This design comes from an exercise in tuning for small area on the open sky130 flow, not from production work.
Only simulation tests tie the RTL to the original design; equivalence was not proved.
Power and IR drop assume default switching activity.

## flow/run.sh

```bash
#!/bin/bash
# synth_recipe.tcl (not shown) runs the flow's synth.tcl, then flattens the netlist and writes it again
# the make line also repeats each setting of config.mk as NAME=value (left out here)
make -C /OpenROAD-flow-scripts/flow DESIGN_CONFIG=/design/flow/config.mk WORK_HOME=/design/flow/orfs CLKGATE_MAP_FILE= SYNTH_SCRIPT=/design/flow/synth_recipe.tcl finish
```

## flow/config.mk

```make
export PLATFORM = sky130hd
export DESIGN_NAME = safe_cpu_wrapper
export DESIGN_NICKNAME = safe_cpu_wrapper
export VERILOG_FILES = /design/flow/design.v
export SDC_FILE = /design/flow/constraint.sdc
export NUM_CORES = 4
export LEC_CHECK = 0
export CAP_MARGIN = 20
export CORE_AREA = 10 10 440 440
export DIE_AREA = 0 0 450 450
export SLEW_MARGIN = 20
```

## flow/constraint.sdc

```tcl
create_clock -name core_clock -period 10.0 [get_ports {clk_i}]
set_input_delay 2.0000 -clock core_clock [delete_from_list [all_inputs] [get_ports {clk_i}]]
set_output_delay 2.0000 -clock core_clock [all_outputs]
set_load 0.01 [all_outputs]
```

## flow/design.v

```verilog
package safe_pkg;
  localparam int unsigned NHARTS = 3;
  localparam int unsigned HART_IDX_W = $clog2(NHARTS);
  localparam int unsigned ADDR_WIDTH = 32;
  localparam int unsigned DATA_WIDTH = 32;
  localparam int unsigned BE_WIDTH = 4;
  localparam logic [DATA_WIDTH-1:0] WFI_INSTR = 32'h10500073;
  typedef logic [NHARTS-1:0] hart_mask_t;
  typedef logic [HART_IDX_W-1:0] hart_idx_t;
  typedef struct packed {
    logic                  req;
    logic                  we;
    logic [BE_WIDTH-1:0]   be;
    logic [ADDR_WIDTH-1:0] addr;
    logic [DATA_WIDTH-1:0] wdata;
  } obi_req_t;
  typedef struct packed {
    logic                  gnt;
    logic                  rvalid;
    logic [DATA_WIDTH-1:0] rdata;
  } obi_rsp_t;
  localparam int unsigned REQ_WIDTH = 2 + BE_WIDTH + ADDR_WIDTH + DATA_WIDTH;
  localparam int unsigned RSP_WIDTH = 2 + DATA_WIDTH;
  typedef enum logic [1:0] {
    MODE_INDEP = 2'd0,
    MODE_TMR   = 2'd1,
    MODE_DMR   = 2'd2
  } safe_mode_e;
endpackage
module tmr_voter (
  input  logic                                       enable_i,
  input  logic [safe_pkg::NHARTS-1:0][safe_pkg::REQ_WIDTH-1:0] instr_req_i,
  input  logic [safe_pkg::NHARTS-1:0][safe_pkg::REQ_WIDTH-1:0] data_req_i,
  output safe_pkg::obi_req_t                        voted_instr_req_o,
  output safe_pkg::obi_req_t                        voted_data_req_o,
  output logic                                       error_o,
  output safe_pkg::hart_mask_t                       error_id_o
);
  safe_pkg::obi_req_t   maj_instr;
  safe_pkg::obi_req_t   maj_data;
  safe_pkg::hart_mask_t dissent;
  function automatic safe_pkg::obi_req_t majority(input safe_pkg::obi_req_t a,
                                                  input safe_pkg::obi_req_t b,
                                                  input safe_pkg::obi_req_t c);
    majority = (a & b) | (a & c) | (b & c);
  endfunction
  assign maj_instr = majority(instr_req_i[0], instr_req_i[1], instr_req_i[2]);
  assign maj_data  = majority(data_req_i[0], data_req_i[1], data_req_i[2]);
  for (genvar i = 0; i < safe_pkg::NHARTS; i++) begin : g_dissent
    assign dissent[i] = (instr_req_i[i] != maj_instr) || (data_req_i[i] != maj_data);
  end
  always_comb begin
    if (enable_i) begin
      voted_instr_req_o = maj_instr;
      voted_data_req_o  = maj_data;
      error_id_o        = dissent;
      error_o           = |dissent;
    end else begin
      voted_instr_req_o = '0;
      voted_data_req_o  = '0;
      error_id_o        = '0;
      error_o           = 1'b0;
    end
  end
endmodule
module dmr_comparator (
  input  logic               enable_i,
  input  safe_pkg::obi_req_t master_instr_req_i,
  input  safe_pkg::obi_req_t partner_instr_req_i,
  input  safe_pkg::obi_req_t master_data_req_i,
  input  safe_pkg::obi_req_t partner_data_req_i,
  output logic               error_o
);
  logic instr_mismatch;
  logic data_mismatch;
  assign instr_mismatch = (master_instr_req_i != partner_instr_req_i);
  assign data_mismatch  = (master_data_req_i != partner_data_req_i);
  assign error_o = enable_i && (instr_mismatch || data_mismatch);
endmodule
module wfi_isolator (
  input  logic               clk_i,
  input  logic               rst_ni,
  input  logic               hold_i,
  input  safe_pkg::obi_req_t instr_req_i,
  input  safe_pkg::obi_req_t data_req_i,
  input  safe_pkg::obi_rsp_t instr_rsp_i,
  input  safe_pkg::obi_rsp_t data_rsp_i,
  output safe_pkg::obi_rsp_t iso_instr_rsp_o,
  output safe_pkg::obi_rsp_t iso_data_rsp_o
);
  logic [1:0]                           bus_req;
  logic [1:0]                           bus_gnt;
  logic [1:0]                           bus_rvalid;
  logic [1:0][safe_pkg::DATA_WIDTH-1:0] iso_rdata;
  logic [1:0]                           valid_q;
  logic [1:0]                           pending_q;
  assign bus_req    = {data_req_i.req, instr_req_i.req};
  assign bus_gnt    = {data_rsp_i.gnt, instr_rsp_i.gnt};
  assign bus_rvalid = {data_rsp_i.rvalid, instr_rsp_i.rvalid};
  assign iso_rdata  = {{safe_pkg::DATA_WIDTH{1'b0}}, safe_pkg::WFI_INSTR};
  for (genvar b = 0; b < 2; b++) begin : g_bus
    always_ff @(posedge clk_i or negedge rst_ni) begin
      if (!rst_ni) begin
        valid_q[b]   <= 1'b0;
        pending_q[b] <= 1'b0;
      end else if (hold_i) begin
        valid_q[b]   <= bus_req[b];
        pending_q[b] <= 1'b0;
      end else begin
        valid_q[b]   <= 1'b0;
        pending_q[b] <= (bus_req[b] & bus_gnt[b]) |
                        (pending_q[b] & ~bus_rvalid[b]);
      end
    end
  end
  assign iso_instr_rsp_o.gnt    = bus_req[0];
  assign iso_instr_rsp_o.rvalid = valid_q[0] | pending_q[0];
  assign iso_instr_rsp_o.rdata  = iso_rdata[0];
  assign iso_data_rsp_o.gnt     = bus_req[1];
  assign iso_data_rsp_o.rvalid  = valid_q[1] | pending_q[1];
  assign iso_data_rsp_o.rdata   = iso_rdata[1];
endmodule
module redundancy_router (
  input  logic                                       clk_i,
  input  logic                                       rst_ni,
  input  safe_pkg::safe_mode_e                       mode_i,
  input  safe_pkg::hart_mask_t                       master_i,
  input  safe_pkg::hart_mask_t                       dmr_pair_i,
  input  safe_pkg::hart_mask_t                       wfi_hold_i,
  input  safe_pkg::hart_mask_t                       sleep_i,
  input  logic [safe_pkg::NHARTS-1:0][safe_pkg::REQ_WIDTH-1:0] core_instr_req_i,
  input  logic [safe_pkg::NHARTS-1:0][safe_pkg::REQ_WIDTH-1:0] core_data_req_i,
  input  logic [safe_pkg::NHARTS-1:0][safe_pkg::RSP_WIDTH-1:0] mem_instr_rsp_i,
  input  logic [safe_pkg::NHARTS-1:0][safe_pkg::RSP_WIDTH-1:0] mem_data_rsp_i,
  input  safe_pkg::obi_req_t                        voted_instr_req_i,
  input  safe_pkg::obi_req_t                        voted_data_req_i,
  input  logic [safe_pkg::NHARTS-1:0][safe_pkg::RSP_WIDTH-1:0] iso_instr_rsp_i,
  input  logic [safe_pkg::NHARTS-1:0][safe_pkg::RSP_WIDTH-1:0] iso_data_rsp_i,
  output safe_pkg::hart_mask_t                       sleep_o,
  output logic [safe_pkg::NHARTS-1:0][safe_pkg::REQ_WIDTH-1:0] mem_instr_req_o,
  output logic [safe_pkg::NHARTS-1:0][safe_pkg::REQ_WIDTH-1:0] mem_data_req_o,
  output logic [safe_pkg::NHARTS-1:0][safe_pkg::RSP_WIDTH-1:0] core_instr_rsp_o,
  output logic [safe_pkg::NHARTS-1:0][safe_pkg::RSP_WIDTH-1:0] core_data_rsp_o,
  output logic                                       vote_en_o,
  output logic                                       cmp_en_o,
  output safe_pkg::obi_req_t                        partner_instr_req_o,
  output safe_pkg::obi_req_t                        partner_data_req_o,
  output safe_pkg::obi_req_t                        master_instr_req_o,
  output safe_pkg::obi_req_t                        master_data_req_o
);
  safe_pkg::hart_mask_t master_q;
  safe_pkg::hart_mask_t sleep_q;
  safe_pkg::hart_idx_t  master_idx;
  safe_pkg::hart_idx_t  partner_idx;
  logic                 tmr_mode;
  logic                 dmr_mode;
  always_ff @(posedge clk_i or negedge rst_ni) begin
    if (!rst_ni) begin
      master_q <= safe_pkg::hart_mask_t'(1);
    end else if (&sleep_i) begin
      master_q <= master_i;
    end
  end
  always_ff @(posedge clk_i or negedge rst_ni) begin
    if (!rst_ni) begin
      sleep_q <= '0;
    end else begin
      sleep_q <= sleep_i;
    end
  end
  assign sleep_o = sleep_q;
  always_comb begin
    master_idx  = '0;
    partner_idx = '0;
    for (int i = safe_pkg::NHARTS - 1; i >= 0; i--) begin
      if (master_q[i]) begin
        master_idx = safe_pkg::hart_idx_t'(i);
      end
      if (dmr_pair_i[i] && !master_q[i]) begin
        partner_idx = safe_pkg::hart_idx_t'(i);
      end
    end
  end
  assign tmr_mode  = (mode_i == safe_pkg::MODE_TMR);
  assign dmr_mode  = (mode_i == safe_pkg::MODE_DMR);
  assign vote_en_o = tmr_mode;
  assign cmp_en_o  = dmr_mode;
  assign master_instr_req_o  = core_instr_req_i[master_idx];
  assign master_data_req_o   = core_data_req_i[master_idx];
  assign partner_instr_req_o = core_instr_req_i[partner_idx];
  assign partner_data_req_o  = core_data_req_i[partner_idx];
  for (genvar i = 0; i < safe_pkg::NHARTS; i++) begin : g_port
    always_comb begin
      if (tmr_mode) begin
        mem_instr_req_o[i] = master_q[i] ? voted_instr_req_i : '0;
        mem_data_req_o[i]  = master_q[i] ? voted_data_req_i : '0;
      end else if (dmr_mode) begin
        mem_instr_req_o[i] = master_q[i] ? core_instr_req_i[i] : '0;
        mem_data_req_o[i]  = master_q[i] ? core_data_req_i[i] : '0;
      end else begin
        mem_instr_req_o[i] = core_instr_req_i[i];
        mem_data_req_o[i]  = core_data_req_i[i];
      end
    end
    always_comb begin
      if (wfi_hold_i[i]) begin
        core_instr_rsp_o[i] = iso_instr_rsp_i[i];
        core_data_rsp_o[i]  = iso_data_rsp_i[i];
      end else if (tmr_mode || (dmr_mode && dmr_pair_i[i])) begin
        core_instr_rsp_o[i] = mem_instr_rsp_i[master_idx];
        core_data_rsp_o[i]  = mem_data_rsp_i[master_idx];
      end else begin
        core_instr_rsp_o[i] = mem_instr_rsp_i[i];
        core_data_rsp_o[i]  = mem_data_rsp_i[i];
      end
    end
  end
endmodule
module safe_cpu_wrapper (
  input  logic                                       clk_i,
  input  logic                                       rst_ni,
  input  safe_pkg::safe_mode_e                       mode_i,
  input  safe_pkg::hart_mask_t                       master_i,
  input  safe_pkg::hart_mask_t                       dmr_pair_i,
  input  safe_pkg::hart_mask_t                       wfi_hold_i,
  input  safe_pkg::hart_mask_t                       sleep_i,
  input  logic [safe_pkg::NHARTS-1:0][safe_pkg::REQ_WIDTH-1:0] core_instr_req_i,
  input  logic [safe_pkg::NHARTS-1:0][safe_pkg::REQ_WIDTH-1:0] core_data_req_i,
  input  logic [safe_pkg::NHARTS-1:0][safe_pkg::RSP_WIDTH-1:0] mem_instr_rsp_i,
  input  logic [safe_pkg::NHARTS-1:0][safe_pkg::RSP_WIDTH-1:0] mem_data_rsp_i,
  output safe_pkg::hart_mask_t                       sleep_o,
  output logic [safe_pkg::NHARTS-1:0][safe_pkg::RSP_WIDTH-1:0] core_instr_rsp_o,
  output logic [safe_pkg::NHARTS-1:0][safe_pkg::RSP_WIDTH-1:0] core_data_rsp_o,
  output logic [safe_pkg::NHARTS-1:0][safe_pkg::REQ_WIDTH-1:0] mem_instr_req_o,
  output logic [safe_pkg::NHARTS-1:0][safe_pkg::REQ_WIDTH-1:0] mem_data_req_o,
  output logic                                       tmr_error_o,
  output logic                                       dmr_error_o,
  output safe_pkg::hart_mask_t                       tmr_error_id_o
);
  safe_pkg::obi_req_t                        voted_instr_req;
  safe_pkg::obi_req_t                        voted_data_req;
  safe_pkg::obi_req_t                        master_instr_req;
  safe_pkg::obi_req_t                        master_data_req;
  safe_pkg::obi_req_t                        partner_instr_req;
  safe_pkg::obi_req_t                        partner_data_req;
  logic [safe_pkg::NHARTS-1:0][safe_pkg::RSP_WIDTH-1:0] iso_instr_rsp;
  logic [safe_pkg::NHARTS-1:0][safe_pkg::RSP_WIDTH-1:0] iso_data_rsp;
  logic                                      vote_en;
  logic                                      cmp_en;
  redundancy_router u_router (
    .clk_i,
    .rst_ni,
    .mode_i,
    .master_i,
    .dmr_pair_i,
    .wfi_hold_i,
    .sleep_i,
    .core_instr_req_i,
    .core_data_req_i,
    .mem_instr_rsp_i,
    .mem_data_rsp_i,
    .voted_instr_req_i  (voted_instr_req),
    .voted_data_req_i   (voted_data_req),
    .iso_instr_rsp_i    (iso_instr_rsp),
    .iso_data_rsp_i     (iso_data_rsp),
    .sleep_o,
    .mem_instr_req_o,
    .mem_data_req_o,
    .core_instr_rsp_o,
    .core_data_rsp_o,
    .vote_en_o          (vote_en),
    .cmp_en_o           (cmp_en),
    .partner_instr_req_o(partner_instr_req),
    .partner_data_req_o (partner_data_req),
    .master_instr_req_o (master_instr_req),
    .master_data_req_o  (master_data_req)
  );
  tmr_voter u_voter (
    .enable_i         (vote_en),
    .instr_req_i      (core_instr_req_i),
    .data_req_i       (core_data_req_i),
    .voted_instr_req_o(voted_instr_req),
    .voted_data_req_o (voted_data_req),
    .error_o          (tmr_error_o),
    .error_id_o       (tmr_error_id_o)
  );
  dmr_comparator u_comparator (
    .enable_i           (cmp_en),
    .master_instr_req_i (master_instr_req),
    .partner_instr_req_i(partner_instr_req),
    .master_data_req_i  (master_data_req),
    .partner_data_req_i (partner_data_req),
    .error_o            (dmr_error_o)
  );
  for (genvar i = 0; i < safe_pkg::NHARTS; i++) begin : g_iso
    wfi_isolator u_isolator (
      .clk_i,
      .rst_ni,
      .hold_i         (wfi_hold_i[i]),
      .instr_req_i    (core_instr_req_i[i]),
      .data_req_i     (core_data_req_i[i]),
      .instr_rsp_i    (core_instr_rsp_o[i]),
      .data_rsp_i     (core_data_rsp_o[i]),
      .iso_instr_rsp_o(iso_instr_rsp[i]),
      .iso_data_rsp_o (iso_data_rsp[i])
    );
  end
endmodule
```

==> run_results.csv, run 1 <==
group,metric,value,unit
cells_and_area,fin_nets,6354,
cts,clock-sinks,18,
logic_synthesis,synth_cell_type_count,59,
logic_synthesis,synth_top_area_share,15.2,%
route,route.detailed.drc,0,
route,dr.pass1.iters,7,
logic_synthesis,async_reset_ff_share,100,%
timing,whs,0.549,ns
route,ant_nets,0,
cells_and_area,drive_gt1_share,4.15,%
logic_synthesis,synth_edf_count,0,
global_route,grt_antenna_before_repair,163,
logic_synthesis,synthTopCellsByCount,"nand2_1 (1046), o21ai_0 (801), a21oi_1 (524)",
global_route,grt_pass1_vias,41000,
critical_path,crit_required,8.00,ns
power,leakage,15.0,nW
route,wl_per_cell,41.7,um
logic_synthesis,synth_area_leaders,"o21ai_0 (15%), nand2_1 (15%), a21oi_1 (9.9%)",
floorplanning,pin_count,1272,
cts,numCtsBuffers,3,
logic_synthesis,yosys_warnings,3,
place,io_buffers,1271,
floorplanning,dieArea,0.203,mm2
timing,rsz0062_at_grt,"no",
timing,maxClockFrequency,110,MHz
logic_synthesis,synth_top_cell_by_area,"o21ai_0",
logic_synthesis,synth_ff_type,"dfrtp_1",
critical_path,critical_path_class,"input port to output port",
global_route,track_usage,31.7,%
critical_path,arrival,7.11,ns
cts,cts_buffer_depth,2,
power,totalPowerFinal,0.00403,W
floorplanning,chipWidth,450,um
floorplanning,std_cell_rows,157,
min_path,hold_class,"flop to flop",
logic_synthesis,avgSynthCellArea,5.41,um2
cts,clkSlewWorstSetupHoldPaths,0.06,ns
route,dr.first_iter.drc_count,6433,
place,routabilityCongestion,1.10,
critical_path,critPathLaunchType,"input port",
timing,worst_pin_slew,1.33,ns
status,status,"no timing/DRC/antenna violations",
timing,skew,0.00668,ns
route,routed_wl,344000,um
power,power_density,96.9,mW/mm2
route,via_per_inst,5.55,
timing,setup_viol,0,
logic_synthesis,synthCells,4875,
timing,post-route-min-period,9.11,ns
cts,clk_latency,0.27,ns
timing,finalSetupTns,0,ns
power,irDropWorstVdd,0.0793,mV
cells_and_area,final_core_util,22.7,%
logic_synthesis,synth.most_common_cell,"nand2_1",
cells_and_area,area_delta_synth_final,57.8,%
place,dp.cells,8173,
timing,period_share,91.1,%
floorplanning,die_h,450,um
route,vias,45700,
cells_and_area,final_cells,8241,
logic_synthesis,synth_area,0.0264,mm2
logic_synthesis,synthesis.nets,5515,
global_route,grt_start_max_net_pins,169,
logic_synthesis,synth-seq-area-share,1.71,%
global_route,grt_pass1_wl,437000,um
logic_synthesis,synth-seq-cells,18,
floorplanning,initial_core_util,14.4,%
cts,htree_levels,1,
global_route,grt.overflow.total,0,
timing,hold_viol,0,
cts,postCtsSetupBuffers,0,
timing,slew_violations,0,
place,hpwl,286000,um
timing,max_slew_margin,10.2,%
cts,cts_tree,"done",
cts,ctsRootBufferMaster,"clkbuf_16",
critical_path,path_max_fanout,47,
floorplanning,coreArea,0.183,mm2
cts,cts-hold-fix-buffers,0,
run,maxCapViolations,0,
critical_path,endpoint_kind,"output port",
cts,cts.repair.resized,0,
placed cells by master (no fill, tap or decap), types with 6 or more instances in the layout:
cell type / count
a2111oi_0: 17
a211o_1: 25
a21o_1: 6
a21oi_1: 518
a221oi_1: 15
a22o_1: 48
a22oi_1: 9
a31oi_1: 146
and2_1: 10
and3b_1: 16
buf_12: 15
buf_4: 153
clkdlybuf4s50_1: 1267
dfrtp_1: 17
diode_2: 64
inv_1: 56
mux2_2: 8
mux2i_1: 224
nand2_1: 1040
nand2b_1: 85
nand3_1: 156
nand3b_1: 30
nand4_1: 44
nor2_1: 187
nor2b_1: 121
nor3_1: 11
nor3b_1: 53
nor4_1: 205
o2111ai_1: 9
o211ai_1: 9
o21a_1: 111
o21ai_0: 800
o221ai_1: 6
o22ai_1: 60
or3b_2: 21
xnor2_1: 14
xor2_1: 126
per-stage QoR:
stage / setup slack [ns] / cell area (um2)
floorplan: 4.00 / 26400
finish: 0.890 / 41600
CTS: 1.01 / 41400
detailed placement: 1.01 / 41400
global route: 0.984 / 41600
global placement: 0.971 / 41300
cell type report:
class	instances	area (um2)
fillers	20900	142000
multi-input cells	4198	23500
repair buffers	1436	14100
well taps	2464	3080
flip-flops and latches	18	452
inverters	57	214
diodes	64	160
clock buffers	4	88.8
critical path: stages:
cell and delay (ns):
clkdlybuf4s50_1 0.82, nor2b_4 0.32, or3_4 0.66, buf_4 0.45, a31oi_1 0.15, xor2_1 0.26, nor4_1 0.76, nand4_1 0.36
nor4_1 0.35, buf_4 0.18, a31oi_1 0.08, clkdlybuf4s50_1 0.69
path summary, 6_finish.rpt:
| kind | start | endpoint | slack [ns] | depth (start not counted) |
|---|---|---|---|---|
| worst max-delay path | dmr_pair_i[1] | dmr_error_o | 0.89 | 12 |
| worst min-delay path | g_iso[2].u_isolator.pending_q[1]$_DFF_PN0_ | g_iso[2].u_isolator.pending_q[1]$_DFF_PN0_ | 0.55 | 2 |
| worst max register to register | u_router.master_q[1]$_DFFE_PN0P_ | g_iso[1].u_isolator.pending_q[1]$_DFF_PN0_ | 6.06 | 9 |
| worst min register to register | g_iso[2].u_isolator.pending_q[1]$_DFF_PN0_ | g_iso[2].u_isolator.pending_q[1]$_DFF_PN0_ | 0.55 | 2 |
| max in group asynchronous | rst_ni | g_iso[0].u_isolator.valid_q[0]$_DFF_PN0_ | 7.85 | 1 |
| min in group asynchronous | rst_ni | u_router.sleep_q[2]$_DFF_PN0_ | 1.71 | 1 |
kinds of logic after synthesis:
kind of cell	synth area share [%]
AO/OA/AOI/OAI	38.7
XOR/XNOR	4.65
adder cells (fa/ha/maj)	0.114
buffers and inverters	9.98
flip-flops	1.71
multiplexers	8.88
AND/OR/NAND/NOR	36.0
routing by layer:
layer	share of wire (%)	vias to the layer above	track usage [%]
met5	0.11	-	0
met4	9.6	56	23.9
met2	46	3649	53.2
met3	9.9	964	9.44
met1	34	21900	33.5
li1	-	19200	-
registers in the layout, indices dropped and copies added (netlist names):
register / flops
g_iso.u_isolator.valid_q: 6
g_iso.u_isolator.pending_q: 6
u_router.sleep_q: 3
u_router.master_q: 3
power breakdown:
group	internal [W]	switching, W
sequential	0.0000794	0.0000120
clock	0.0000614	0.0000391
combinational	0.00134	0.00250
==> run 2: changes to the inputs <==
--- a/flow/design.v
+++ b/flow/design.v
@@ -237,72 +237,98 @@
   output logic                                       dmr_error_o,
   output safe_pkg::hart_mask_t                       tmr_error_id_o
 );
-  safe_pkg::obi_req_t                        voted_instr_req;
-  safe_pkg::obi_req_t                        voted_data_req;
-  safe_pkg::obi_req_t                        master_instr_req;
-  safe_pkg::obi_req_t                        master_data_req;
-  safe_pkg::obi_req_t                        partner_instr_req;
-  safe_pkg::obi_req_t                        partner_data_req;
-  logic [safe_pkg::NHARTS-1:0][safe_pkg::RSP_WIDTH-1:0] iso_instr_rsp;
-  logic [safe_pkg::NHARTS-1:0][safe_pkg::RSP_WIDTH-1:0] iso_data_rsp;
-  logic                                      vote_en;
-  logic                                      cmp_en;
-  redundancy_router u_router (
-    .clk_i,
-    .rst_ni,
-    .mode_i,
-    .master_i,
-    .dmr_pair_i,
-    .wfi_hold_i,
-    .sleep_i,
-    .core_instr_req_i,
-    .core_data_req_i,
-    .mem_instr_rsp_i,
-    .mem_data_rsp_i,
-    .voted_instr_req_i  (voted_instr_req),
-    .voted_data_req_i   (voted_data_req),
-    .iso_instr_rsp_i    (iso_instr_rsp),
-    .iso_data_rsp_i     (iso_data_rsp),
-    .sleep_o,
-    .mem_instr_req_o,
-    .mem_data_req_o,
-    .core_instr_rsp_o,
-    .core_data_rsp_o,
-    .vote_en_o          (vote_en),
-    .cmp_en_o           (cmp_en),
-    .partner_instr_req_o(partner_instr_req),
-    .partner_data_req_o (partner_data_req),
-    .master_instr_req_o (master_instr_req),
-    .master_data_req_o  (master_data_req)
-  );
-  tmr_voter u_voter (
-    .enable_i         (vote_en),
-    .instr_req_i      (core_instr_req_i),
-    .data_req_i       (core_data_req_i),
-    .voted_instr_req_o(voted_instr_req),
-    .voted_data_req_o (voted_data_req),
-    .error_o          (tmr_error_o),
-    .error_id_o       (tmr_error_id_o)
-  );
-  dmr_comparator u_comparator (
-    .enable_i           (cmp_en),
-    .master_instr_req_i (master_instr_req),
-    .partner_instr_req_i(partner_instr_req),
-    .master_data_req_i  (master_data_req),
-    .partner_data_req_i (partner_data_req),
-    .error_o            (dmr_error_o)
-  );
-  for (genvar i = 0; i < safe_pkg::NHARTS; i++) begin : g_iso
-    wfi_isolator u_isolator (
-      .clk_i,
-      .rst_ni,
-      .hold_i         (wfi_hold_i[i]),
-      .instr_req_i    (core_instr_req_i[i]),
-      .data_req_i     (core_data_req_i[i]),
-      .instr_rsp_i    (core_instr_rsp_o[i]),
-      .data_rsp_i     (core_data_rsp_o[i]),
-      .iso_instr_rsp_o(iso_instr_rsp[i]),
-      .iso_data_rsp_o (iso_data_rsp[i])
-    );
+  localparam int unsigned NH = safe_pkg::NHARTS;
+  localparam int unsigned RW = safe_pkg::REQ_WIDTH;
+  localparam int unsigned SW = safe_pkg::RSP_WIDTH;
+  localparam int unsigned DW = safe_pkg::DATA_WIDTH;
+  safe_pkg::hart_mask_t master_q;
+  safe_pkg::hart_mask_t sleep_q;
+  always_ff @(posedge clk_i or negedge rst_ni) begin
+    if (!rst_ni) begin
+      master_q <= safe_pkg::hart_mask_t'(1);
+    end else if (&sleep_i) begin
+      master_q <= master_i;
+    end
+  end
+  always_ff @(posedge clk_i or negedge rst_ni) begin
+    if (!rst_ni) begin
+      sleep_q <= '0;
+    end else begin
+      sleep_q <= sleep_i;
+    end
+  end
+  assign sleep_o = sleep_q;
+  logic tmr_mode, dmr_mode;
+  assign tmr_mode = (mode_i == safe_pkg::MODE_TMR);
+  assign dmr_mode = (mode_i == safe_pkg::MODE_DMR);
+  safe_pkg::hart_mask_t m_oh, p_oh, pcand;
+  assign m_oh[0] = master_q[0] | ~master_q[1] & ~master_q[2];
+  assign m_oh[1] = ~master_q[0] & master_q[1];
+  assign m_oh[2] = ~master_q[0] & ~master_q[1] & master_q[2];
+  assign pcand   = dmr_pair_i & ~master_q;
+  assign p_oh[0] = pcand[0] | ~pcand[1] & ~pcand[2];
+  assign p_oh[1] = ~pcand[0] & pcand[1];
+  assign p_oh[2] = ~pcand[0] & ~pcand[1] & pcand[2];
+  logic [RW-1:0] maj_i, maj_d;
+  logic [NH-1:0][RW-1:0] dis_i, dis_d;
+  safe_pkg::hart_mask_t dissent;
+  safe_pkg::hart_mask_t sel_vote, sel_own;
+  assign maj_i = (core_instr_req_i[0] & core_instr_req_i[1]) |
+                 (core_instr_req_i[0] & core_instr_req_i[2]) |
+                 (core_instr_req_i[1] & core_instr_req_i[2]);
+  assign maj_d = (core_data_req_i[0] & core_data_req_i[1]) |
+                 (core_data_req_i[0] & core_data_req_i[2]) |
+                 (core_data_req_i[1] & core_data_req_i[2]);
+  for (genvar h = 0; h < NH; h++) begin : g_req
+    assign dis_i[h]   = core_instr_req_i[h] ^ maj_i;
+    assign dis_d[h]   = core_data_req_i[h] ^ maj_d;
+    assign dissent[h] = (|dis_i[h]) | (|dis_d[h]);
+    assign sel_vote[h] = tmr_mode & master_q[h];
+    assign sel_own[h]  = ~tmr_mode & (~dmr_mode | master_q[h]);
+    assign mem_instr_req_o[h] = ({RW{sel_vote[h]}} & maj_i) |
+                                ({RW{sel_own[h]}} & core_instr_req_i[h]);
+    assign mem_data_req_o[h]  = ({RW{sel_vote[h]}} & maj_d) |
+                                ({RW{sel_own[h]}} & core_data_req_i[h]);
+  end
+  assign tmr_error_id_o = tmr_mode ? dissent : '0;
+  assign tmr_error_o    = tmr_mode & (|dissent);
+  assign dmr_error_o    = dmr_mode & (m_oh != p_oh) & (|((m_oh | p_oh) & dissent));
+  logic [NH-1:0] iso_valid_i, iso_valid_d;   
+  logic [NH-1:0] held_q;                     
+  for (genvar h = 0; h < NH; h++) begin : g_rsp
+    logic          to_m;
+    logic [NH-1:0] sel;
+    logic [SW-1:0] rt_i, rt_d;
+    logic          pend_i, pend_d;
+    assign to_m = tmr_mode | (dmr_mode & dmr_pair_i[h]);
+    assign sel  = to_m ? m_oh : safe_pkg::hart_mask_t'(1 << h);
+    assign rt_i = ({SW{sel[0]}} & mem_instr_rsp_i[0]) |
+                  ({SW{sel[1]}} & mem_instr_rsp_i[1]) |
+                  ({SW{sel[2]}} & mem_instr_rsp_i[2]);
+    assign rt_d = ({SW{sel[0]}} & mem_data_rsp_i[0]) |
+                  ({SW{sel[1]}} & mem_data_rsp_i[1]) |
+                  ({SW{sel[2]}} & mem_data_rsp_i[2]);
+    assign core_instr_rsp_o[h] = wfi_hold_i[h] ?
+        {core_instr_req_i[h][RW-1], iso_valid_i[h], safe_pkg::WFI_INSTR} : rt_i;
+    assign core_data_rsp_o[h]  = wfi_hold_i[h] ?
+        {core_data_req_i[h][RW-1], iso_valid_d[h], {DW{1'b0}}} : rt_d;
+    assign pend_i = iso_valid_i[h] & ~held_q[h];
+    assign pend_d = iso_valid_d[h] & ~held_q[h];
+    always_ff @(posedge clk_i or negedge rst_ni) begin
+      if (!rst_ni) begin
+        iso_valid_i[h] <= 1'b0;
+        iso_valid_d[h] <= 1'b0;
+        held_q[h]      <= 1'b0;
+      end else begin
+        held_q[h] <= wfi_hold_i[h];
+        if (wfi_hold_i[h]) begin
+          iso_valid_i[h] <= core_instr_req_i[h][RW-1];
+          iso_valid_d[h] <= core_data_req_i[h][RW-1];
+        end else begin
+          iso_valid_i[h] <= (core_instr_req_i[h][RW-1] & rt_i[SW-1]) | (pend_i & ~rt_i[SW-2]);
+          iso_valid_d[h] <= (core_data_req_i[h][RW-1] & rt_d[SW-1]) | (pend_d & ~rt_d[SW-2]);
+        end
+      end
+    end
   end
 endmodule
--- a/flow/config.mk
+++ b/flow/config.mk
@@ -6,6 +6,6 @@
 export NUM_CORES = 4
 export LEC_CHECK = 0
 export CAP_MARGIN = 20
-export CORE_AREA = 10 10 440 440
-export DIE_AREA = 0 0 450 450
+export CORE_AREA = 3 3 597 77
+export DIE_AREA = 0 0 600 80
 export SLEW_MARGIN = 20
==> run 2 against run 1 <==
The flow now stops in global routing. Synthesized area down 36%. Synthesized cell count shrank 41%.
==> run_results.csv, run 2 <==
group,metric,value,unit
status,status,"stopped before the end",
status,haltStage,"global routing",
status,firstError,"[ERROR GRT-0116] Global routing finished with congestion. Check the congestion regions in the DRC Viewer.",
place,hpwl,149000,um
logic_synthesis,synthCells,2863,
logic_synthesis,synth_area_leaders,"o21ai_0 (13%), nand2_1 (10%), a21oi_1 (10%)",
logic_synthesis,synth_cell_type_count,53,
global_route,grt.overflow.total,148,
cts,cts-hold-fix-buffers,0,
logic_synthesis,synth-seq-cells,15,
cts,clock-sinks,15,
cts,htree_levels,1,
cts,cts.repair.resized,0,
cts,postCtsSetupBuffers,0,
floorplanning,pin_count,1272,
logic_synthesis,synthTopCellsByCount,"nand2_1 (470), o21ai_0 (450), a21oi_1 (341)",
logic_synthesis,synth.most_common_cell,"nand2_1",
floorplanning,std_cell_rows,26,
logic_synthesis,async_reset_ff_share,100,%
floorplanning,chipWidth,600,um
logic_synthesis,synth_top_family_by_area,"compound AO/OA/AOI/OAI gates",
cts,numCtsBuffers,3,
logic_synthesis,synthesis.nets,3506,
cts,ctsRootBufferMaster,"clkbuf_16",
logic_synthesis,synth_top_area_share,13.4,%
floorplanning,die_h,80,um
logic_synthesis,synth_fa_ha_area_share,0.223,%
global_route,grt_pass1_wl,255000,um
global_route,grt_pass1_vias,33900,
logic_synthesis,synth_compound_area_share,47.8,%
logic_synthesis,synth_edf_count,0,
floorplanning,initial_core_util,40.2,%
global_route,grt_start_max_net_pins,127,
logic_synthesis,muxShareOfSynthArea,0.378,%
place,routabilityCongestion,1.48,
logic_synthesis,synth_ff_type,"dfrtp_1",
place,place_area,0.0302,mm2
logic_synthesis,synth-seq-area-share,2.23,%
cts,cts_buffer_depth,2,
logic_synthesis,yosys.area_share.simple,44.1,%
logic_synthesis,avgSynthCellArea,5.89,um2
place,io_buffers,1271,
logic_synthesis,synth_top_cell_by_area,"o21ai_0",
logic_synthesis,yosys_warnings,1,
global_route,track_usage,74.5,%
logic_synthesis,synth_area,0.0169,mm2
logic_synthesis,synthXorXnorAreaFrac,0,%
run 2: cell types whose count changed after synthesis, moves of 147 or more:
cell,before,now
clkbuf_1,486,176
a222oi_1,0,168
nand3_1,156,9
a21oi_1,524,341
o21ai_0,801,450
mux2i_1,225,3
nand2_1,1046,470
run 2: through the flow:
step | instances | setup WS [ns]
floorplan | 2863 | 4.19
global placement | 4587 | 0.947
detailed placement | 4588 | 1.35
CTS | 4592 | 1.34
run 2: how the worst min path moves through the flow:
stage                                to                      from  cells after the start  slack (ns)
2_1_floorplan  iso_valid_d[0]$_DFF_PN0_  iso_valid_d[0]$_DFF_PN0_                      1        0.49
3_3_place_gp   iso_valid_i[0]$_DFF_PN0_  iso_valid_i[0]$_DFF_PN0_                      1        0.50
3_5_place_dp   iso_valid_d[0]$_DFF_PN0_  iso_valid_d[0]$_DFF_PN0_                      1        0.52
4_1_cts        iso_valid_d[0]$_DFF_PN0_  iso_valid_d[0]$_DFF_PN0_                      1        0.53
run 2: power by group through the flow:
| stage | Combinational (W) | Sequential [W] | Clock [W] |
|---|---|---|---|
| floorplan | 0.000794 | 0.0000719 | 0 |
| global placement | 0.00217 | 0.0000743 | 0 |
| detailed placement | 0.00219 | 0.0000746 | 0 |
| CTS | 0.00220 | 0.0000734 | 0.000123 |
run 2: cell families after synthesis:
family          count (synthesis)
compound gates               1279
fa+ha+maj                       3
buf+inv                       239
flops                          15
mux                             6
simple gates                 1321
run 2: metal layers:
layer / GRT overflow / GRT usage [%]
met5: 7 / 68.2
met3: 76 / 72.8
met1: 64 / 79.8
met2: 1 / 84.3
met4: 0 / 40.9
==> run 3: changes to the inputs <==
--- a/flow/config.mk
+++ b/flow/config.mk
@@ -6,6 +6,6 @@
 export NUM_CORES = 4
 export LEC_CHECK = 0
 export CAP_MARGIN = 20
-export CORE_AREA = 3 3 597 77
-export DIE_AREA = 0 0 600 80
+export CORE_AREA = 10 10 440 440
+export DIE_AREA = 0 0 450 450
 export SLEW_MARGIN = 20
==> run 3 against run 2 <==
Now clean on timing, DRC and antenna. Synthesized cell count unchanged. Synthesized area unchanged.
==> run_results.csv, run 3 <==
group,metric,value,unit
floorplanning,dieArea,0.203,mm2
timing,max_slew_margin,15.8,%
global_route,grt_pass1_vias,30300,
logic_synthesis,synth_ff_type,"dfrtp_1",
route,wl_per_cell,46.3,um
power,leakage,11.3,nW
route,ant_nets,0,
logic_synthesis,synth_cell_type_count,53,
critical_path,path_max_fanout,9,
logic_synthesis,synth.most_common_cell,"nand2_1",
cts,clk_latency,0.29,ns
route,route.detailed.drc,0,
timing,period_share,85.8,%
critical_path,crit_required,8.00,ns
run,maxCapViolations,0,
floorplanning,chipWidth,450,um
route,dr.pass1.iters,12,
critical_path,critPathLaunchType,"input port",
logic_synthesis,synth_edf_count,0,
cells_and_area,fin_nets,4665,
status,status,"no timing/DRC/antenna violations",
timing,rsz0062_at_grt,"no",
cells_and_area,design_area,0.0332,mm2
timing,post-route-min-period,8.58,ns
floorplanning,pin_count,1272,
floorplanning,std_cell_rows,157,
timing,skew,0.0148,ns
power,seqPwrFrac,2.6,%
global_route,grt.overflow.total,0,
power,p_comb_share,93.9,%
cts,cts.repair.resized,0,
cts,htree_levels,1,
place,hpwl,261000,um
timing,hold_viol,0,
global_route,grt_antenna_before_repair,189,
cts,cts_tree,"done",
logic_synthesis,synth_top_cell_by_area,"o21ai_0",
critical_path,arrival,6.58,ns
logic_synthesis,synthTopCellsByCount,"nand2_1 (470), o21ai_0 (450), a21oi_1 (341)",
route,routed_wl,304000,um
global_route,track_usage,28.0,%
floorplanning,initial_core_util,9.19,%
critical_path,crit_chain,"clkdlybuf4s50_1 > and3b_1 > nor4_1 > buf_4 > nand4_1 > nor4_1 > nand4_1 > or4_4 > a211o_1 > clkdlybuf4s50_1",
logic_synthesis,yosys_warnings,1,
logic_synthesis,avgSynthCellArea,5.89,um2
global_route,grt_start_max_net_pins,141,
cts,postCtsSetupBuffers,0,
min_path,hold_class,"flop to flop",
power,intPower,0.00111,W
route,via_per_inst,5.03,
logic_synthesis,synth-seq-cells,15,
timing,setup_viol,0,
cells_and_area,area_delta_synth_final,96.9,%
logic_synthesis,synth_area_leaders,"o21ai_0 (13%), nand2_1 (10%), a21oi_1 (10%)",
logic_synthesis,synth_area,0.0169,mm2
power,p_switching,0.00172,W
cts,numCtsBuffers,3,
timing,worst_pin_slew,1.26,ns
place,place_ws,1.29,ns
cts,ctsRootBufferMaster,"clkbuf_16",
logic_synthesis,synthCells,2863,
timing,finalSetupTns,0,ns
logic_synthesis,synthesis.nets,3506,
power,power_frac_clock,3.5,%
cts,clock-sinks,15,
route,dr.first_iter.drc_count,5339,
logic_synthesis,async_reset_ff_share,100,%
power,irDropWorstVdd,0.0676,mV
critical_path,critical_path_class,"input port to output port",
timing,slew_violations,0,
place,io_buffers,1271,
cts,clkSlewWorstSetupHoldPaths,0.06,ns
critical_path,endpoint_kind,"output port",
global_route,grt_pass1_wl,371000,um
place,routabilityCongestion,1.06,
cells_and_area,final_core_util,18.1,%
cells_and_area,layout_commonest_cell,"clkdlybuf4s50_1",
route,vias,33100,
cts,cts-hold-fix-buffers,0,
timing,maxClockFrequency,117,MHz
logic_synthesis,synth_top_area_share,13.4,%
critical_path,crit_path_top_delay_cell,"clkdlybuf4s50_1",
power,swShare,60.9,%
logic_synthesis,synth-seq-area-share,2.23,%
cells_and_area,drive_gt1_share,5.87,%
cells_and_area,final_cell_mix,"clkdlybuf4s50_1 (1268), nand2_1 (466), o21ai_0 (446)",
power,power_density,85.1,mW/mm2
floorplanning,coreArea,0.183,mm2
timing,setup_slack,1.42,ns
critical_path,cpPeakStageDelay,0.93,ns
place,place_area,0.0329,mm2
floorplanning,die_h,450,um
cts,cts_buffer_depth,2,
[run 3: cell counts after synthesis]
No cell type changed its count.
[run 3: worst paths after layout]
path | startpoint | endpoint | slack, ns | depth (start not counted)
setup / recovery | core_data_req_i[139] | dmr_error_o | 1.42 | 10
max in group asynchronous | rst_ni | iso_valid_i[2]$_DFF_PN0_ | 6.98 | 1
hold reg to reg | iso_valid_i[2]$_DFF_PN0_ | iso_valid_i[2]$_DFF_PN0_ | 0.53 | 1
min in group asynchronous | rst_ni | sleep_q[2]$_DFF_PN0_ | 2.30 | 1
hold / removal | iso_valid_i[2]$_DFF_PN0_ | iso_valid_i[2]$_DFF_PN0_ | 0.53 | 1
setup reg to reg | master_q[1]$_DFFE_PN0P_ | iso_valid_i[0]$_DFF_PN0_ | 7.11 | 6
[run 3: power by group through the flow]
| stage | logic [W] | clock network [W] | registers, W |
|---|---|---|---|
| finish | 0.00265 | 0.0000978 | 0.0000743 |
| global route | 0.00273 | 0.0000994 | 0.0000753 |
| CTS | 0.00264 | 0.000101 | 0.0000742 |
| detailed placement | 0.00262 | 0 | 0.0000753 |
| global placement | 0.00262 | 0 | 0.0000751 |
| floorplan | 0.000794 | 0 | 0.0000719 |
[run 3: cell families (layout without fill, tap and decap cells)]
kind of cell	count (synthesis)	after routing	synth area share, %
flops	15	15	2.23
mux	6	6	0.378
buf+inv	239	1397	5.33
other cells	0	82	0
fa+ha+maj	3	3	0.223
simple gates	1321	1321	44.1
compound gates	1279	1279	47.8
[run 3: per-layer routing]
metal  up-vias  global-route usage (%)  part of all wire, %
met4        16                    15.4                  6.6
met1     16300                    29.3                   34
li1      13600                       -                    -
met3       554                    7.33                  9.0
met5         -                       0                0.031
met2      2547                    50.7                   50
[run 3: area by class of cell]
type | instances | area [um2]
diodes | 82 | 205
clock buffers | 3 | 75.1
clock inverters | 1 | 5.00
fillers | 21100 | 150000
inverters | 53 | 199
multi-input cells | 2609 | 15900
flip-flops and latches | 15 | 377
well taps | 2464 | 3080
repair buffers | 1340 | 13400
[run 3: critical path: cells and delay by family]
kind,cells,cell delay (ns)
AOI/OAI and AO/OA,1,0.48
buffers and inverters,3,1.81
and+or+nand+nor,6,2.25
[run 3: stage by stage]
step / power [W] / hold slack (ns) / instances
4_1_cts: 0.00281 / 0.528 / 6484
6_report: 0.00283 / 0.527 / 6567
3_5_place_dp: 0.00270 / 0.515 / 6480
3_3_place_gp: 0.00270 / 0.504 / 6474
2_1_floorplan: 0.000866 / 0.493 / 2863
5_1_grt: 0.00291 / 0.555 / 6555
==> run 4: changes to the inputs <==
==> flow/flow/run.sh (new file) <==
#!/bin/bash
# Layout flow: the standard ORFS flow (standard.sh) with two changes.
#  - Synthesis runs flow/synth.tcl: synth_recipe.tcl unchanged except that ABC
#    maps with an area-oriented script (flow/abc_area_nf.script).
#  - The port buffers that buffer_ports inserts on every input and output are
#    sky130_fd_sc_hd__buf_1 cells.
# Each step's full output is in orfs/logs/; make's own output in flow_make.log.
set -euo pipefail
here=$(pwd)
bash standard.sh \
  "SYNTH_SCRIPT=$here/flow/synth.tcl" \
  "BUFFER_PORTS_ARGS=-buffer_cell sky130_fd_sc_hd__buf_1" \
  finish > "$here/flow_make.log" 2>&1
==> flow/flow/abc_area_nf.script (new file) <==
strash; &get -n; &st; &dch -f; &nf -a -R 1000; &put; topo
==> flow/flow/synth.tcl (new file) <==
# The standard synthesis (synth_recipe.tcl), with ORFS's ABC mapping script
# replaced by an area-oriented one (abc_area_nf.script beside this file).
set my_abc [file join [file dirname [file normalize [info script]]] abc_area_nf.script]
proc use_my_abc {args} {
  set i [lsearch -exact $::abc_args -script]
  if { $i >= 0 && [lindex $::abc_args [expr {$i + 1}]] ne $::my_abc } {
    lset ::abc_args [expr {$i + 1}] $::my_abc
  }
}
trace add variable ::abc_args write use_my_abc
proc synth {args} { yosys synth -nofsm -noshare {*}$args }
source $::env(SCRIPTS_DIR)/synth.tcl
# left out here: clear keep_hierarchy, flatten, clean up, hide names made inside functions, write 1_2_yosys.v
==> flow/standard.sh (new file) <==
#!/bin/bash
# synth_recipe.tcl (not shown) runs the flow's synth.tcl, then flattens the netlist and writes it again
# the make line also repeats each setting of config.mk as NAME=value (left out here)
make -C /OpenROAD-flow-scripts/flow DESIGN_CONFIG=/design/flow/config.mk WORK_HOME=/design/flow/orfs CLKGATE_MAP_FILE= SYNTH_SCRIPT=/design/flow/synth_recipe.tcl "${@:-finish}"
removed: flow/run.sh
==> run 4 against run 3 <==
Still clean. Utilization down 6.1 points. Power down 24%. Combinational power down 25%. Synthesized cell count down 42%. Clock skew down 0.0098 ns. Sequential cell count unchanged. Global-route usage down 6.0 points. Worst hold slack about the same. Routed wire length down 21%. First-iteration DRC count up 2.1%. Largest cell class unchanged. Highest routed layer unchanged.
==> run_results.csv, run 4 <==
group,metric,value,unit
cts,clk_latency,0.28,ns
timing,post-route-min-period,8.36,ns
run,maxCapViolations,0,
min_path,hold_class,"flop to flop",
timing,worst_pin_slew,1.20,ns
cts,ctsRootBufferMaster,"clkbuf_16",
logic_synthesis,yosys_warnings,1,
timing,maxClockFrequency,120,MHz
timing,skew,0.00502,ns
place,routabilityCongestion,1.09,
cells_and_area,drive_gt1_share,2.78,%
floorplanning,dieArea,0.203,mm2
critical_path,cpPeakStageDelay,0.67,ns
logic_synthesis,async_reset_ff_share,100,%
floorplanning,std_cell_rows,157,
cts,cts-hold-fix-buffers,0,
global_route,grt_start_max_net_pins,141,
critical_path,crit_required,8.00,ns
cts,cts_tree,"done",
logic_synthesis,synth_edf_count,0,
route,ant_nets,0,
logic_synthesis,synth_area_leaders,"a22o_1 (27%), xnor2_1 (19%), a222oi_1 (13%)",
global_route,grt_antenna_before_repair,150,
global_route,grt.overflow.total,0,
cts,postCtsSetupBuffers,0,
floorplanning,chipWidth,450,um
timing,slew_violations,0,
logic_synthesis,synthesis.nets,2306,
cts,clkSlewWorstSetupHoldPaths,0.07,ns
logic_synthesis,synth_area,0.0134,mm2
timing,setup_viol,0,
logic_synthesis,avgSynthCellArea,8.06,um2
cells_and_area,fin_nets,3632,
place,hpwl,214000,um
logic_synthesis,synthTopCellsByCount,"a22o_1 (420), xnor2_1 (291), a222oi_1 (169)",
route,vias,24800,
cells_and_area,final_cell_mix,"buf_1 (1267), a22o_1 (420), xnor2_1 (288)",
critical_path,rrSetupSlack,7.00,ns
route,via_per_inst,4.51,
timing,whs,0.527,ns
critical_path,rr_worst_depth,6,
critical_path,crit_chain,"buf_1 > maj3_1 > xnor2_1 > nand4_1 > nor4_1 > nand4_1 > nor3_1 > nand3_1 > and2_0 > or3_1 > buf_1",
power,irDropWorstVdd,0.0544,mV
critical_path,critPathLaunchType,"input port",
route,route.detailed.drc,0,
cells_and_area,fillers,21900,
power,leakage,6.20,nW
min_path,min_path_cells,1,
logic_synthesis,synth-seq-cells,15,
global_route,track_usage,22.1,%
timing,hold_viol,0,
timing,finalSetupTns,0,ns
place,io_buffers,1271,
logic_synthesis,synth.most_common_cell,"a22o_1",
route,wl_per_cell,43.7,um
route,routed_wl,240000,um
critical_path,reg2reg_from,"master_q[0]$_DFFE_PN1P_",
floorplanning,initial_core_util,7.30,%
cts,cts.repair.resized,0,
critical_path,endpoint_kind,"output port",
cts,htree_levels,1,
critical_path,worstSetupStartpoint,"core_data_req_i[135]",
power,power_density,97.6,mW/mm2
timing,period_share,83.6,%
critical_path,r2r-end,"iso_valid_i[1]$_DFF_PN0_",
timing,max_slew_margin,19.2,%
cts,numCtsBuffers,3,
global_route,grt_pass1_wl,292000,um
floorplanning,die_h,450,um
logic_synthesis,synth_top_area_share,27.4,%
critical_path,path_max_fanout,6,
cts,clock-sinks,15,
logic_synthesis,synth-seq-area-share,2.81,%
cts,cts_buffer_depth,2,
route,dr.pass1.iters,13,
logic_synthesis,synth_cell_type_count,31,
logic_synthesis,synthCells,1663,
cells_and_area,area_delta_synth_final,64.8,%
logic_synthesis,synth_ff_type,"dfrtp_1",
cells_and_area,layout_commonest_cell,"buf_1",
critical_path,critical_path_class,"input port to output port",
floorplanning,coreArea,0.183,mm2
route,dr.first_iter.drc_count,5452,
floorplanning,pin_count,1272,
critical_path,crit_path_top_delay_cell,"nor4_1",
status,status,"no timing/DRC/antenna violations",
logic_synthesis,synth_top_cell_by_area,"a22o_1",
global_route,grt_pass1_vias,22900,
timing,rsz0062_at_grt,"no",
critical_path,endpoint,"tmr_error_o",
critical_path,arrival,6.36,ns
==> run 4: cells by family after synthesis <==
group	share of synthesized area, %
compound gates	45.1
xor+xnor	27.4
simple gates	13.6
fa+ha+maj	10.7
flops	2.81
buf+inv	0.224
mux	0.168
==> run 4: layout make-up <==
class / instances / area, um2 / share of cell area [%]
Multi-Input combinational cell: 1640 / 13200 / 59.6
Tap cell: 2464 / 3080 / 14.0
Inverter: 8 / 30.0 / 0.136
Antenna cell: 45 / 113 / 0.510
Clock inverter: 1 / 5.00 / 0.0227
Timing Repair Buffer: 1321 / 5250 / 23.8
Clock buffer: 3 / 75.1 / 0.340
Sequential cell: 15 / 377 / 1.71
==> run 4: stage by stage <==
| step | instances | cell area, um2 | setup slack (ns) | total power, W | utilization [%] |
|---|---|---|---|---|---|
| floorplan | 1663 | 13400 | 0.0574 | 0.000937 | - |
| global placement | 5448 | 21900 | 1.19 | 0.00205 | 11.9 |
| detailed placement | 5448 | 21900 | 1.17 | 0.00204 | 11.9 |
| CTS | 5452 | 22000 | 1.17 | 0.00215 | 12.0 |
| global route | 5486 | 22100 | 1.28 | 0.00225 | 12.0 |
| finish | 5497 | 22100 | 1.64 | 0.00215 | 12.0 |
==> run 4: how the worst min path moves through the flow <==
stage / start / to / slack (ns)
final: iso_valid_d[1]$_DFF_PN0_ / iso_valid_d[1]$_DFF_PN0_ / 0.53
after global routing: iso_valid_d[1]$_DFF_PN0_ / iso_valid_d[1]$_DFF_PN0_ / 0.54
after CTS: iso_valid_d[1]$_DFF_PN0_ / iso_valid_d[1]$_DFF_PN0_ / 0.53
after detailed placement: iso_valid_d[1]$_DFF_PN0_ / iso_valid_d[1]$_DFF_PN0_ / 0.51
after global placement: iso_valid_d[0]$_DFF_PN0_ / iso_valid_d[0]$_DFF_PN0_ / 0.51
after floorplan: iso_valid_d[0]$_DFF_PN0_ / iso_valid_d[0]$_DFF_PN0_ / 0.49
==> run 4: critical path, delay by kind of cell <==
family        cells  cell delay (ns)
simple gates      7             3.20
xor+xnor          1             0.26
fa+ha+maj         1             0.50
buf+inv           2             0.35
==> run 4: metal layers <==
metal	part of all wire (%)	track usage, %
met5	0.16	0
met4	6.1	11.1
met3	14	11.6
met2	47	36.8
met1	33	22.4
==> run 4: power by group <==
group          switching (W)  leakage (nW)  internal [W]
Clock              0.0000422        0.0412     0.0000542
Combinational        0.00142          5.98      0.000561
Sequential        0.00000731         0.177     0.0000669
==> run 5: changes to the inputs <==
--- a/flow/design.v
+++ b/flow/design.v
@@ -295,23 +295,29 @@
   assign dmr_error_o    = dmr_mode & (m_oh != p_oh) & (|((m_oh | p_oh) & dissent));
   logic [NH-1:0] iso_valid_i, iso_valid_d;   
   logic [NH-1:0] held_q;                     
+  logic [SW-1:0] rm_i, rm_d;
+  assign rm_i = ({SW{m_oh[0]}} & mem_instr_rsp_i[0]) |
+                ({SW{m_oh[1]}} & mem_instr_rsp_i[1]) |
+                ({SW{m_oh[2]}} & mem_instr_rsp_i[2]);
+  assign rm_d = ({SW{m_oh[0]}} & mem_data_rsp_i[0]) |
+                ({SW{m_oh[1]}} & mem_data_rsp_i[1]) |
+                ({SW{m_oh[2]}} & mem_data_rsp_i[2]);
   for (genvar h = 0; h < NH; h++) begin : g_rsp
-    logic          to_m;
-    logic [NH-1:0] sel;
+    logic          to_m, use_m, use_own;
     logic [SW-1:0] rt_i, rt_d;
+    logic [SW-1:0] iso_i, iso_d;
     logic          pend_i, pend_d;
-    assign to_m = tmr_mode | (dmr_mode & dmr_pair_i[h]);
-    assign sel  = to_m ? m_oh : safe_pkg::hart_mask_t'(1 << h);
-    assign rt_i = ({SW{sel[0]}} & mem_instr_rsp_i[0]) |
-                  ({SW{sel[1]}} & mem_instr_rsp_i[1]) |
-                  ({SW{sel[2]}} & mem_instr_rsp_i[2]);
-    assign rt_d = ({SW{sel[0]}} & mem_data_rsp_i[0]) |
-                  ({SW{sel[1]}} & mem_data_rsp_i[1]) |
-                  ({SW{sel[2]}} & mem_data_rsp_i[2]);
-    assign core_instr_rsp_o[h] = wfi_hold_i[h] ?
-        {core_instr_req_i[h][RW-1], iso_valid_i[h], safe_pkg::WFI_INSTR} : rt_i;
-    assign core_data_rsp_o[h]  = wfi_hold_i[h] ?
-        {core_data_req_i[h][RW-1], iso_valid_d[h], {DW{1'b0}}} : rt_d;
+    assign to_m    = tmr_mode | (dmr_mode & dmr_pair_i[h]);
+    assign use_m   = ~wfi_hold_i[h] & to_m;
+    assign use_own = ~wfi_hold_i[h] & ~to_m;
+    assign rt_i = to_m ? rm_i : mem_instr_rsp_i[h];
+    assign rt_d = to_m ? rm_d : mem_data_rsp_i[h];
+    assign iso_i = {core_instr_req_i[h][RW-1], iso_valid_i[h], safe_pkg::WFI_INSTR};
+    assign iso_d = {core_data_req_i[h][RW-1], iso_valid_d[h], {DW{1'b0}}};
+    assign core_instr_rsp_o[h] = ({SW{use_m}} & rm_i) | ({SW{use_own}} & mem_instr_rsp_i[h]) |
+                                 ({SW{wfi_hold_i[h]}} & iso_i);
+    assign core_data_rsp_o[h]  = ({SW{use_m}} & rm_d) | ({SW{use_own}} & mem_data_rsp_i[h]) |
+                                 ({SW{wfi_hold_i[h]}} & iso_d);
     assign pend_i = iso_valid_i[h] & ~held_q[h];
     assign pend_d = iso_valid_d[h] & ~held_q[h];
     always_ff @(posedge clk_i or negedge rst_ni) begin
==> run 5 against run 4 <==
Register-to-register slack better by 0.84 ns. Critical path type unchanged. Sequential power up 0.7%. Setup slack worse by 0.62 ns. Critical path depth unchanged. Clock-buffer cell count stayed put. Synthesized area fell by 2.5%. Highest routed layer unchanged. Fmax down 6.9%. Clock skew is 0.0067 ns higher. Largest power group unchanged. Die area unchanged.
==> run_results.csv, run 5 <==
group,metric,value,unit
global_route,grt_pass1_vias,22200,
logic_synthesis,yosys_warnings,1,
floorplanning,chipWidth,450,um
logic_synthesis,synth_cell_type_count,33,
timing,skew,0.0117,ns
global_route,grt_start_max_net_pins,69,
power,irDropWorstVdd,0.0496,mV
critical_path,critical_path_class,"input port to output port",
logic_synthesis,synth_top_family_by_area,"compound AO/OA/AOI/OAI gates",
route,dr.pass1.iters,9,
timing,hold_viol,0,
cts,clk_latency,0.29,ns
critical_path,crit_required,8.00,ns
timing,setup_viol,0,
run,maxCapViolations,0,
cts,numCtsBuffers,3,
route,vias,23600,
cts,cts.repair.resized,0,
cells_and_area,area_delta_synth_final,65.3,%
global_route,grt_pass1_wl,282000,um
timing,finalSetupTns,0,ns
timing,post-route-min-period,8.98,ns
floorplanning,initial_core_util,7.12,%
cts,cts-hold-fix-buffers,0,
place,io_buffers,1271,
logic_synthesis,yosys.area_share.simple,14.3,%
cts,postCtsSetupBuffers,0,
route,ant_nets,0,
logic_synthesis,synth_edf_count,0,
cts,ctsRootBufferMaster,"clkbuf_16",
logic_synthesis,synthTopCellsByCount,"a22o_1 (430), xnor2_1 (285), nand2_1 (173)",
floorplanning,coreArea,0.183,mm2
logic_synthesis,synth_compound_area_share,43.2,%
power,leakage,6.02,nW
cts,clkSlewWorstSetupHoldPaths,0.06,ns
timing,whs,0.530,ns
critical_path,endpoint_kind,"output port",
critical_path,crit_path_top_delay_cell,"nor4_2",
logic_synthesis,synth_ff_type,"dfrtp_1",
critical_path,crit_family,"simple AND/OR/NAND/NOR gates",
logic_synthesis,avgSynthCellArea,7.62,um2
critical_path,reg2reg_from,"master_q[1]$_DFFE_PN0P_",
timing,max_slew_margin,30.6,%
min_path,min_path_cells,1,
timing,worst_pin_slew,1.04,ns
critical_path,rrSetupSlack,7.84,ns
critical_path,rr_worst_depth,5,
logic_synthesis,synth_area_leaders,"a22o_1 (29%), xnor2_1 (19%), maj3_1 (11%)",
route,wl_per_cell,41.9,um
floorplanning,dieArea,0.203,mm2
logic_synthesis,synthCells,1714,
critical_path,critPathLaunchType,"input port",
cells_and_area,final_core_util,11.8,%
cells_and_area,fin_nets,3674,
status,status,"no timing/DRC/antenna violations",
floorplanning,std_cell_rows,157,
cells_and_area,layout_commonest_cell,"buf_1",
logic_synthesis,synth_area,0.0131,mm2
logic_synthesis,synth-seq-area-share,2.88,%
floorplanning,die_h,450,um
cts,htree_levels,1,
route,via_per_inst,4.27,
critical_path,path_max_fanout,6,
logic_synthesis,async_reset_ff_share,100,%
logic_synthesis,synth_fa_ha_area_share,10.8,%
place,hpwl,211000,um
timing,maxClockFrequency,111,MHz
cts,cts_buffer_depth,2,
critical_path,crit_chain,"buf_1 > maj3_1 > xnor2_1 > nand4_1 > nor4_2 > nand4_1 > nor3_1 > nand3_1 > and2_0 > or3_1 > buf_1",
route,routed_wl,232000,um
route,dr.first_iter.drc_count,3334,
timing,period_share,89.8,%
logic_synthesis,synth-seq-cells,15,
logic_synthesis,synth.most_common_cell,"a22o_1",
logic_synthesis,synth_top_cell_by_area,"a22o_1",
min_path,hold_class,"flop to flop",
critical_path,arrival,6.98,ns
critical_path,r2r-end,"iso_valid_d[0]$_DFF_PN0_",
cells_and_area,drive_gt1_share,2.31,%
route,route.detailed.drc,0,
global_route,grt.overflow.total,0,
global_route,track_usage,21.4,%
critical_path,worst-path-buf-inv,2,
timing,setup_slack,1.02,ns
global_route,grt_antenna_before_repair,167,
timing,slew_violations,0,
min_path,holdPathEnd,"iso_valid_i[1]$_DFF_PN0_",
logic_synthesis,synthXorXnorAreaFrac,28.1,%
floorplanning,pin_count,1272,
cells_and_area,final_cell_mix,"buf_1 (1271), a22o_1 (430), xnor2_1 (284)",
power,power_density,100,mW/mm2
cts,clock-sinks,15,
min_path,hp-start,"iso_valid_i[1]$_DFF_PN0_",
place,place_ws,0.782,ns
cts,cts_tree,"done",
logic_synthesis,muxShareOfSynthArea,0.259,%
logic_synthesis,synth_top_area_share,28.8,%
timing,rsz0062_at_grt,"no",
critical_path,worstSetupStartpoint,"core_data_req_i[205]",
place,routabilityCongestion,1.05,
critical_path,cpPeakStageDelay,0.73,ns
logic_synthesis,synthesis.nets,2357,
==> run 5: worst max-delay path by stage <==
| stage | end | cells past startpoint |
|---|---|---|
| after floorplan | mem_data_req_o[0] | 3 |
| after global placement | tmr_error_o | 11 |
| after detailed placement | tmr_error_o | 11 |
| after CTS | tmr_error_o | 11 |
| after global routing | tmr_error_o | 11 |
| final | tmr_error_o | 11 |
==> run 5: where the power goes <==
part / switching [W] / internal (W) / total (W)
Combinational: 0.00144 / 0.000554 / 0.00199
Sequential: 0.00000732 / 0.0000674 / 0.0000747
Clock: 0.0000455 / 0.0000543 / 0.0000998
Total: 0.00149 / 0.000676 / 0.00217
==> run 5: area by class of cell <==
cell class                 instances  area (um2)
fill                           21800      162000
multi-input combinational       1681       12800
timing repair buffer            1312        5110
tap                             2464        3080
sequential                        15         377
antenna                           39        97.6
clock buffer                       3        75.1
inverter                          18        67.6
clock inverter                     1        5.00
==> run 5: worst register-to-register path, stage by stage (launching register included) <==
cell,delay [ns]
dfrtp_1,0.52
nor2b_4,0.71
a22oi_1,0.23
nand2_1,0.14
o22ai_1,0.13
a32o_1,0.32
==> run 5: layer usage <==
layer	routed length [um]	share of wire, %	vias up	track usage [%]
met3	26600	11	460	8.69
met4	14200	6.1	38	10.2
met5	278	0.12	-	0
met1	70700	30	11600	20.1
met2	120000	52	1922	40.1
li1	-	-	9657	-
==> run 5: cells by family (layout without fill, tap and decap cells) <==
family | after synthesis | in the layout
buffers and inverters | 18 | 1334
muxes | 3 | 3
xor gates and xnor gates | 419 | 419
DFF | 15 | 15
and+or+nand+nor | 386 | 386
adders and majority gates | 140 | 140
AOI/OAI and AO/OA | 733 | 733
other | 0 | 39
==> run 5: through the flow <==
step	cell area, um2	instances	total power (W)
after global placement	21400	5489	0.00207
after floorplan	13100	1714	0.000973
final	21600	5533	0.00217
after CTS	21500	5493	0.00218
after global routing	21600	5524	0.00227
after detailed placement	21400	5489	0.00206
==> run 6: changes to the inputs <==
--- a/flow/config.mk
+++ b/flow/config.mk
@@ -5,7 +5,7 @@
 export SDC_FILE = /design/flow/constraint.sdc
 export NUM_CORES = 4
 export LEC_CHECK = 0
-export CAP_MARGIN = 20
+export CAP_MARGIN = 0
 export CORE_AREA = 10 10 440 440
 export DIE_AREA = 0 0 450 450
-export SLEW_MARGIN = 20
+export SLEW_MARGIN = 0
==> run 6 against run 5 <==
Still clean. Synthesized area unchanged. Utilization hardly changed. Clock-buffer cell count did not move. Non-clock buffer count fell by 1. Combinational power about the same. Register-to-register slack got worse by 0.06 ns. Critical path depth up 1. Die area is the same.
==> run_results.csv, run 6 <==
group,metric,value,unit
timing,maxClockFrequency,114,MHz
cells_and_area,area_delta_synth_final,65.3,%
route,wl_per_cell,41.8,um
critical_path,critPathLaunchType,"input port",
global_route,grt_pass1_wl,281000,um
run,maxCapViolations,0,
critical_path,crit_required,8.00,ns
logic_synthesis,synth-seq-area-share,2.88,%
timing,slew_violations,0,
floorplanning,pin_count,1272,
floorplanning,die_h,450,um
power,intPower,0.000675,W
critical_path,rr_worst_depth,5,
cts,clkSlewWorstSetupHoldPaths,0.06,ns
critical_path,crit_chain,"buf_1 > clkinv_1 > o21ai_0 > xnor2_2 > nand4_1 > nor3_1 > nand3_1 > nor4_1 > nand3_1 > and2_0 > or3_1 > buf_1",
timing,rsz0062_at_grt,"no",
cts,htree_levels,1,
logic_synthesis,synth_ff_type,"dfrtp_1",
power,leakage,5.98,nW
place,io_buffers,1271,
logic_synthesis,yosys_warnings,1,
logic_synthesis,synth.most_common_cell,"a22o_1",
global_route,track_usage,21.4,%
route,ant_nets,0,
timing,worst_pin_slew,1.20,ns
logic_synthesis,synth_top_cell_by_area,"a22o_1",
logic_synthesis,synth_edf_count,0,
status,status,"no timing/DRC/antenna violations",
route,dr.pass1.iters,12,
timing,finalSetupTns,0,ns
route,vias,23700,
critical_path,rrSetupSlack,7.78,ns
min_path,min_path_cells,1,
floorplanning,std_cell_rows,157,
power,swShare,68.8,%
cts,numCtsBuffers,3,
power,seqPwrFrac,3.5,%
route,dr.first_iter.drc_count,3309,
cts,ctsRootBufferMaster,"clkbuf_16",
timing,period_share,87.6,%
power,power_density,100,mW/mm2
logic_synthesis,synth_area,0.0131,mm2
critical_path,arrival,6.76,ns
cts,cts_buffer_depth,2,
place,hpwl,211000,um
global_route,grt_start_max_net_pins,69,
cells_and_area,layout_commonest_cell,"buf_1",
timing,max_slew_margin,20.0,%
logic_synthesis,synthesis.nets,2357,
cts,postCtsSetupBuffers,0,
power,p_switching,0.00149,W
min_path,hold_class,"flop to flop",
place,routabilityCongestion,1.05,
critical_path,path_max_fanout,6,
floorplanning,dieArea,0.203,mm2
cts,cts.repair.resized,0,
logic_synthesis,async_reset_ff_share,100,%
logic_synthesis,synthTopCellsByCount,"a22o_1 (430), xnor2_1 (285), nand2_1 (173)",
power,p_comb_share,91.9,%
logic_synthesis,avgSynthCellArea,7.62,um2
route,route.detailed.drc,0,
cells_and_area,drive_gt1_share,2.28,%
timing,post-route-min-period,8.76,ns
timing,hold_viol,0,
cells_and_area,fillers,21900,
floorplanning,initial_core_util,7.12,%
cts,clk_latency,0.29,ns
cts,clock-sinks,15,
power,totalPowerFinal,0.00217,W
floorplanning,chipWidth,450,um
logic_synthesis,synth_cell_type_count,33,
power,irDropWorstVdd,0.0476,mV
route,via_per_inst,4.27,
global_route,grt_pass1_vias,22300,
cts,cts-hold-fix-buffers,0,
global_route,grt.overflow.total,0,
timing,setup_viol,0,
cts,cts_tree,"done",
cells_and_area,fin_nets,3673,
logic_synthesis,synth_top_area_share,28.8,%
logic_synthesis,synthCells,1714,
critical_path,crit_path_top_delay_cell,"o21ai_0",
critical_path,endpoint_kind,"output port",
floorplanning,coreArea,0.183,mm2
power,power_frac_clock,4.6,%
logic_synthesis,synth_area_leaders,"a22o_1 (29%), xnor2_1 (19%), maj3_1 (11%)",
critical_path,critical_path_class,"input port to output port",
global_route,grt_antenna_before_repair,175,
timing,skew,0.00901,ns
route,routed_wl,232000,um
cells_and_area,final_cell_mix,"buf_1 (1271), a22o_1 (430), xnor2_1 (284)",
logic_synthesis,synth-seq-cells,15,
critical_path,cpPeakStageDelay,0.77,ns
-- run 6: cell counts after synthesis --
Identical to the previous run, type by type.
-- run 6: kinds of logic after synthesis --
logic type,after synthesis,synth area share (%)
AOI/OAI and AO/OA,733,43.2
xor gates and xnor gates,419,28.1
and+or+nand+nor,386,14.3
adders and majority gates,140,10.8
buffers and inverters,18,0.517
DFF,15,2.88
muxes,3,0.259
-- run 6: cell type report --
type | instances | area [um2] | share of cell area (%)
antenna | 56 | 140 | 0.649
clock buffer | 3 | 75.1 | 0.348
tap | 2464 | 3080 | 14.3
sequential | 15 | 377 | 1.74
clock inverter | 1 | 5.00 | 0.0232
inverter | 18 | 67.6 | 0.313
timing repair buffer | 1311 | 5080 | 23.5
multi-input combinational | 1681 | 12800 | 59.1
-- run 6: path summary, 6_finish.rpt --
kind,start,to
min in group asynchronous,rst_ni,sleep_q[1]$_DFF_PN0_
worst min register to register,iso_valid_i[1]$_DFF_PN0_,iso_valid_i[1]$_DFF_PN0_
max in group asynchronous,rst_ni,master_q[0]$_DFFE_PN1P_
worst min-delay path,iso_valid_i[1]$_DFF_PN0_,iso_valid_i[1]$_DFF_PN0_
worst max-delay path,core_data_req_i[209],tmr_error_o
worst max register to register,master_q[1]$_DFFE_PN0P_,iso_valid_d[0]$_DFF_PN0_
-- run 6: through the flow --
step	worst slack [ns]	std cells	hold slack (ns)	util, %	instance area (um2)
after CTS	0.677	5493	0.533	11.7	21400
after global placement	0.657	5489	0.512	11.6	21400
final	1.24	5549	0.531	11.8	21600
after floorplan	0.793	1714	0.501	-	13100
after global routing	0.897	5532	0.553	11.7	21500
after detailed placement	0.705	5489	0.518	11.6	21400
-- run 6: power groups by stage --
stage / Combinational, W / Clock (W) / Sequential, W
after floorplan: 0.000900 / 0 / 0.0000729
after global placement: 0.00199 / 0 / 0.0000758
after detailed placement: 0.00199 / 0 / 0.0000760
after CTS: 0.00199 / 0.000108 / 0.0000747
after global routing: 0.00209 / 0.000105 / 0.0000760
final: 0.00199 / 0.0000998 / 0.0000748
-- run 6: layer usage --
layer | GRT usage [%] | wire length [um] | up-vias | share of wire (%)
met5 | 0 | 253 | - | 0.11
li1 | - | - | 9666 | -
met1 | 19.5 | 69700 | 11600 | 30
met4 | 11.0 | 14100 | 36 | 6.1
met3 | 9.52 | 27600 | 465 | 12
met2 | 39.8 | 121000 | 1938 | 52
-- run 6: critical path, delay by kind of cell --
kind / cells / cell delay (ns)
xor gates and xnor gates: 1 / 0.33
and+or+nand+nor: 7 / 3.02
AOI/OAI and AO/OA: 1 / 0.77
buffers and inverters: 3 / 0.59

Check on run 6: ideal ports give 1.239 ns setup slack; a clkbuf_16 on the clock port and buf_2 on the inputs give 1.194 ns; moving port delays by the midpoint clock arrival (0.348 ns) as well gives 1.194 ns.
